Context: an optimization exercise on an open-source flow, tuned for small area. The choices shown serve that exercise and are no tape-out recipe. Function was checked by simulation only, so behaviour that the tests miss may differ from the original. No activity file was given, so power comes from the tool's default toggle rates.

==> run a <==
## baby_vga
module baby_vga (
    input  logic                  clk,
    input  logic                  rst_n,          
    input  logic [5:0]            address,        
    input  logic [31:0]           data_in,        
    input  logic [1:0]            data_write_n,   
    input  logic [1:0]            data_read_n,    
    output logic [31:0]           data_out,       
    output logic                  data_ready,     
    output logic [7:0]            uo_out          
);
==> module frame_store, before the edit <==
module frame_store (
    input  logic                    clk,
    input  logic                    rst_n,
    input  logic [3:0]              addr,        
    input  logic                    wr_en,       
    input  baby_vga_pkg::row_t      wr_data,
    input  logic                    rd_strobe,   
    input  logic [3:0]              fr,          
    output logic                    disp_hit,    
    output baby_vga_pkg::row_t      rp,          
    output baby_vga_pkg::row_t      data_out
);
    baby_vga_pkg::row_t mem [baby_vga_pkg::num_rows];
    baby_vga_pkg::row_t din_g;
    logic [3:0]         sel;
    logic               addr_is_fr;
    logic               byp;
    assign din_g = wr_data & {32{rst_n}};
    for (genvar r = 0; r < baby_vga_pkg::num_rows; r++) begin : g_row
        always_ff @(posedge clk) begin
            if (!rst_n || (wr_en && addr == 4'(r))) begin
                mem[r] <= din_g;
            end
        end
    end
    assign addr_is_fr = (addr == fr);
    assign sel        = rd_strobe ? addr : fr;
    assign disp_hit   = !rd_strobe || addr_is_fr;
    assign byp        = !rst_n || (wr_en && (rd_strobe || addr_is_fr));
    assign rp         = byp ? din_g : mem[sel];
    always_ff @(posedge clk) begin
        if (rd_strobe) begin
            data_out <= rp;
        end
    end
endmodule
==> module vga_timing, before the edit <==
module vga_timing (
    input  logic       clk,
    input  logic       rst_n,
    output logic [3:0] fr,         
    output logic [4:0] fc,         
    output logic       cell_chg,   
    output logic       vis,        
    output logic       hsync_l,    
    output logic       vsync_l
);
    logic [10:0] xq;
    logic [5:0]  vc;     
    logic [3:0]  grp;    
    logic        vb;     
    logic [3:0]  grp1;
    logic        line_end;
    logic        last;
    logic        hb;
    assign line_end = (xq == 11'd1343);
    assign last     = vb ? (vc == 6'd37) : (vc == 6'd47);
    assign hb       = xq[10];
    assign grp1     = grp + 4'd1;
    always_ff @(posedge clk) begin
        if (!rst_n) begin
            xq  <= 11'd1;
            vc  <= '0;
            grp <= '0;
            vb  <= 1'b0;
        end else begin
            xq <= line_end ? 11'd0 : xq + 11'd1;
            if (line_end) begin
                if (last) begin
                    vc <= '0;
                    if (!vb) grp <= grp1;
                    vb <= !vb && (grp == 4'd15);
                end else begin
                    vc <= vc + 6'd1;
                end
            end
        end
    end
    assign fr       = (hb && last && !vb) ? grp1 : grp;
    assign fc       = hb ? 5'd0 : xq[9:5];
    assign cell_chg = (xq[4:0] == 5'd0) && !hb && (xq[9:5] != 5'd0);
    assign vis      = !vb && (xq != 11'd0) && (xq <= 11'd1024);
    assign hsync_l  = !((xq >= 11'd1049) && (xq <= 11'd1184));
    assign vsync_l  = !(vb && ((xq == 11'd0) ? (vc >= 6'd4 && vc <= 6'd9)
                                             : (vc >= 6'd3 && vc <= 6'd8)));
endmodule
==> module pixel_out, before the edit <==
module pixel_out (
    input  logic               clk,
    input  logic               rst_n,
    input  baby_vga_pkg::row_t rp,
    input  logic               disp_hit,
    input  logic [4:0]         fc,
    input  logic               cell_chg,
    input  logic               vis,
    input  logic               hsync_l,
    input  logic               vsync_l,
    output logic [7:0]         uo_out
);
    logic cur, nxt;
    logic hs_q, vs_q, px_q;
    always_ff @(posedge clk) begin
        if (!rst_n) begin
            cur <= 1'b0;
        end else if (disp_hit) begin
            cur <= rp[fc];
        end else if (cell_chg) begin
            cur <= nxt;
        end
    end
    always_ff @(posedge clk) begin
        if (disp_hit) begin
            nxt <= rp[5'(fc + 5'd1)];
        end
    end
    always_ff @(posedge clk) begin
        if (!rst_n) begin
            hs_q <= 1'b1;
            vs_q <= 1'b1;
            px_q <= 1'b0;
        end else begin
            hs_q <= hsync_l;
            vs_q <= vsync_l;
            px_q <= vis && cur;
        end
    end
    assign uo_out = {hs_q, {3{px_q}}, vs_q, {3{px_q}}};
endmodule
Settings: LEC_CHECK=0, ABC_AREA=1, CAP_MARGIN=20, CORE_MARGIN=2, CORE_UTILIZATION=40, SLEW_MARGIN=20; clock period 10.0 ns.
run.sh (not shown) runs the stock make flow with config.mk's settings and CLKGATE_MAP_FILE= SYNTH_SCRIPT=/design/flow/synth_recipe.tcl, a recipe that flattens the netlist after the stock synthesis.
==> inputs of run b, as changes to run a <==
--- a/flow/design.v
+++ b/flow/design.v
@@ -67,5 +67,10 @@
     assign disp_hit   = !rd_strobe || addr_is_fr;
     assign byp        = !rst_n || (wr_en && (rd_strobe || addr_is_fr));
-    assign rp         = byp ? din_g : mem[sel];
+    always_comb begin
+        rp = byp ? din_g : '0;
+        for (int r = 0; r < baby_vga_pkg::num_rows; r++) begin
+            rp |= (!byp && sel == 4'(r)) ? mem[r] : '0;
+        end
+    end
     always_ff @(posedge clk) begin
         if (rd_strobe) begin
@@ -119,6 +124,6 @@
     assign cell_chg = (xq[4:0] == 5'd0) && !hb && (xq[9:5] != 5'd0);
     assign vis      = !vb && (xq != 11'd0) && (xq <= 11'd1024);
-    assign hsync_l  = !((xq >= 11'd1049) && (xq <= 11'd1184));
-    assign vsync_l  = !(vb && ((xq == 11'd0) ? (vc >= 6'd4 && vc <= 6'd9)
+    assign hsync_l  = !((xq >= 11'd1050) && (xq <= 11'd1185));
+    assign vsync_l  = !(vb && ((xq <= 11'd1) ? (vc >= 6'd4 && vc <= 6'd9)
                                              : (vc >= 6'd3 && vc <= 6'd8)));
 endmodule
@@ -136,5 +141,5 @@
 );
     logic cur, nxt;
-    logic hs_q, vs_q, px_q;
+    logic px_q;
     always_ff @(posedge clk) begin
         if (!rst_n) begin
@@ -153,14 +158,10 @@
     always_ff @(posedge clk) begin
         if (!rst_n) begin
-            hs_q <= 1'b1;
-            vs_q <= 1'b1;
             px_q <= 1'b0;
         end else begin
-            hs_q <= hsync_l;
-            vs_q <= vsync_l;
             px_q <= vis && cur;
         end
     end
-    assign uo_out = {hs_q, {3{px_q}}, vs_q, {3{px_q}}};
+    assign uo_out = {hsync_l, {3{px_q}}, vsync_l, {3{px_q}}};
 endmodule
 module baby_vga (
- CORE_UTILIZATION: 40 -> 60
- CTS_BUF_LIST: default -> sky130_fd_sc_hd__clkbuf_16
- CTS_CLUSTER_DIAMETER: default -> 80
- CTS_CLUSTER_SIZE: default -> 24
==> run notes <==
- Register-to-register slack: run b is worse than run a (0.04 ns).
- In run a the setup slack is lower than in run b, by 0.26 ns.
- In run a the flip-flop and latch count is higher than in run b, by 2.
- Against run a, the first-iteration DRC count of run b is larger by 32%.
- Count of clock-buffer cells in the layout: run b is lower than run a (37).
- Sequential power is about the same in run b and run a.
==> figures <==
Std-Cell Core Area: run b 40900 um^2; run a 60500 um^2
First-pass GRT wire length: run b 105000 um; run a 107000 um
Mapped Nets: run b 2306; run a 2321
Clock transition at the registers of the reported paths: run b 0.09 ns; run a 0.06 ns
Met1 Wirelength: run b 28700 um; run a 30400 um
Sequential group share of total power: run b 60.6%; run a 53.2%
Critical path data arrival time: run b 7.06 ns; run a 7.46 ns
Fin nets: run b 2320; run a 2404
Outcome: run b no timing/DRC/antenna violations; run a no timing/DRC/antenna violations
Final Power: run b 4.75 mW; run a 5.43 mW
Number of buffers created by CTS: run b 34; run a 59
Total via count after detailed routing: run b 17800; run a 17300
Total of flip-flops plus latches after synthesis: run b 571; run a 573

## what the ideal ports hide
How much do the figures lean on ideal ports? The routed layouts below were timed once more, with nothing changed but the port constraints. Step 1, drivers: a clkbuf_16 drives clk and a buf_2 each remaining input, both assumed. Step 2 moves the port delays by t, midway between the first and last clock arrival at a register: inputs arrive t later, outputs are due t later. That takes back most of the time a late clock gives input paths. a / b / c = ideal / step 1 / step 2; a / b = the first two.
run	t, ns	setup slack, ns	hold slack, ns	latest minus earliest clock arrival (ns)	worst register clock-pin slew, ns
run a	0.669	3.016 / 3.046 / 2.376	0.460 / 0.460 / 0.460	0.017 / 0.017	0.06 / 0.06
run b	0.635	3.275 / 3.308 / 2.673	0.453 / 0.453 / 0.453	0.020 / 0.021	0.10 / 0.10
After both steps setup and hold are still met in every run listed. For run a, which loses most, drivers alone change the setup slack by +0.030 ns; drivers and shift together by -0.640 ns.
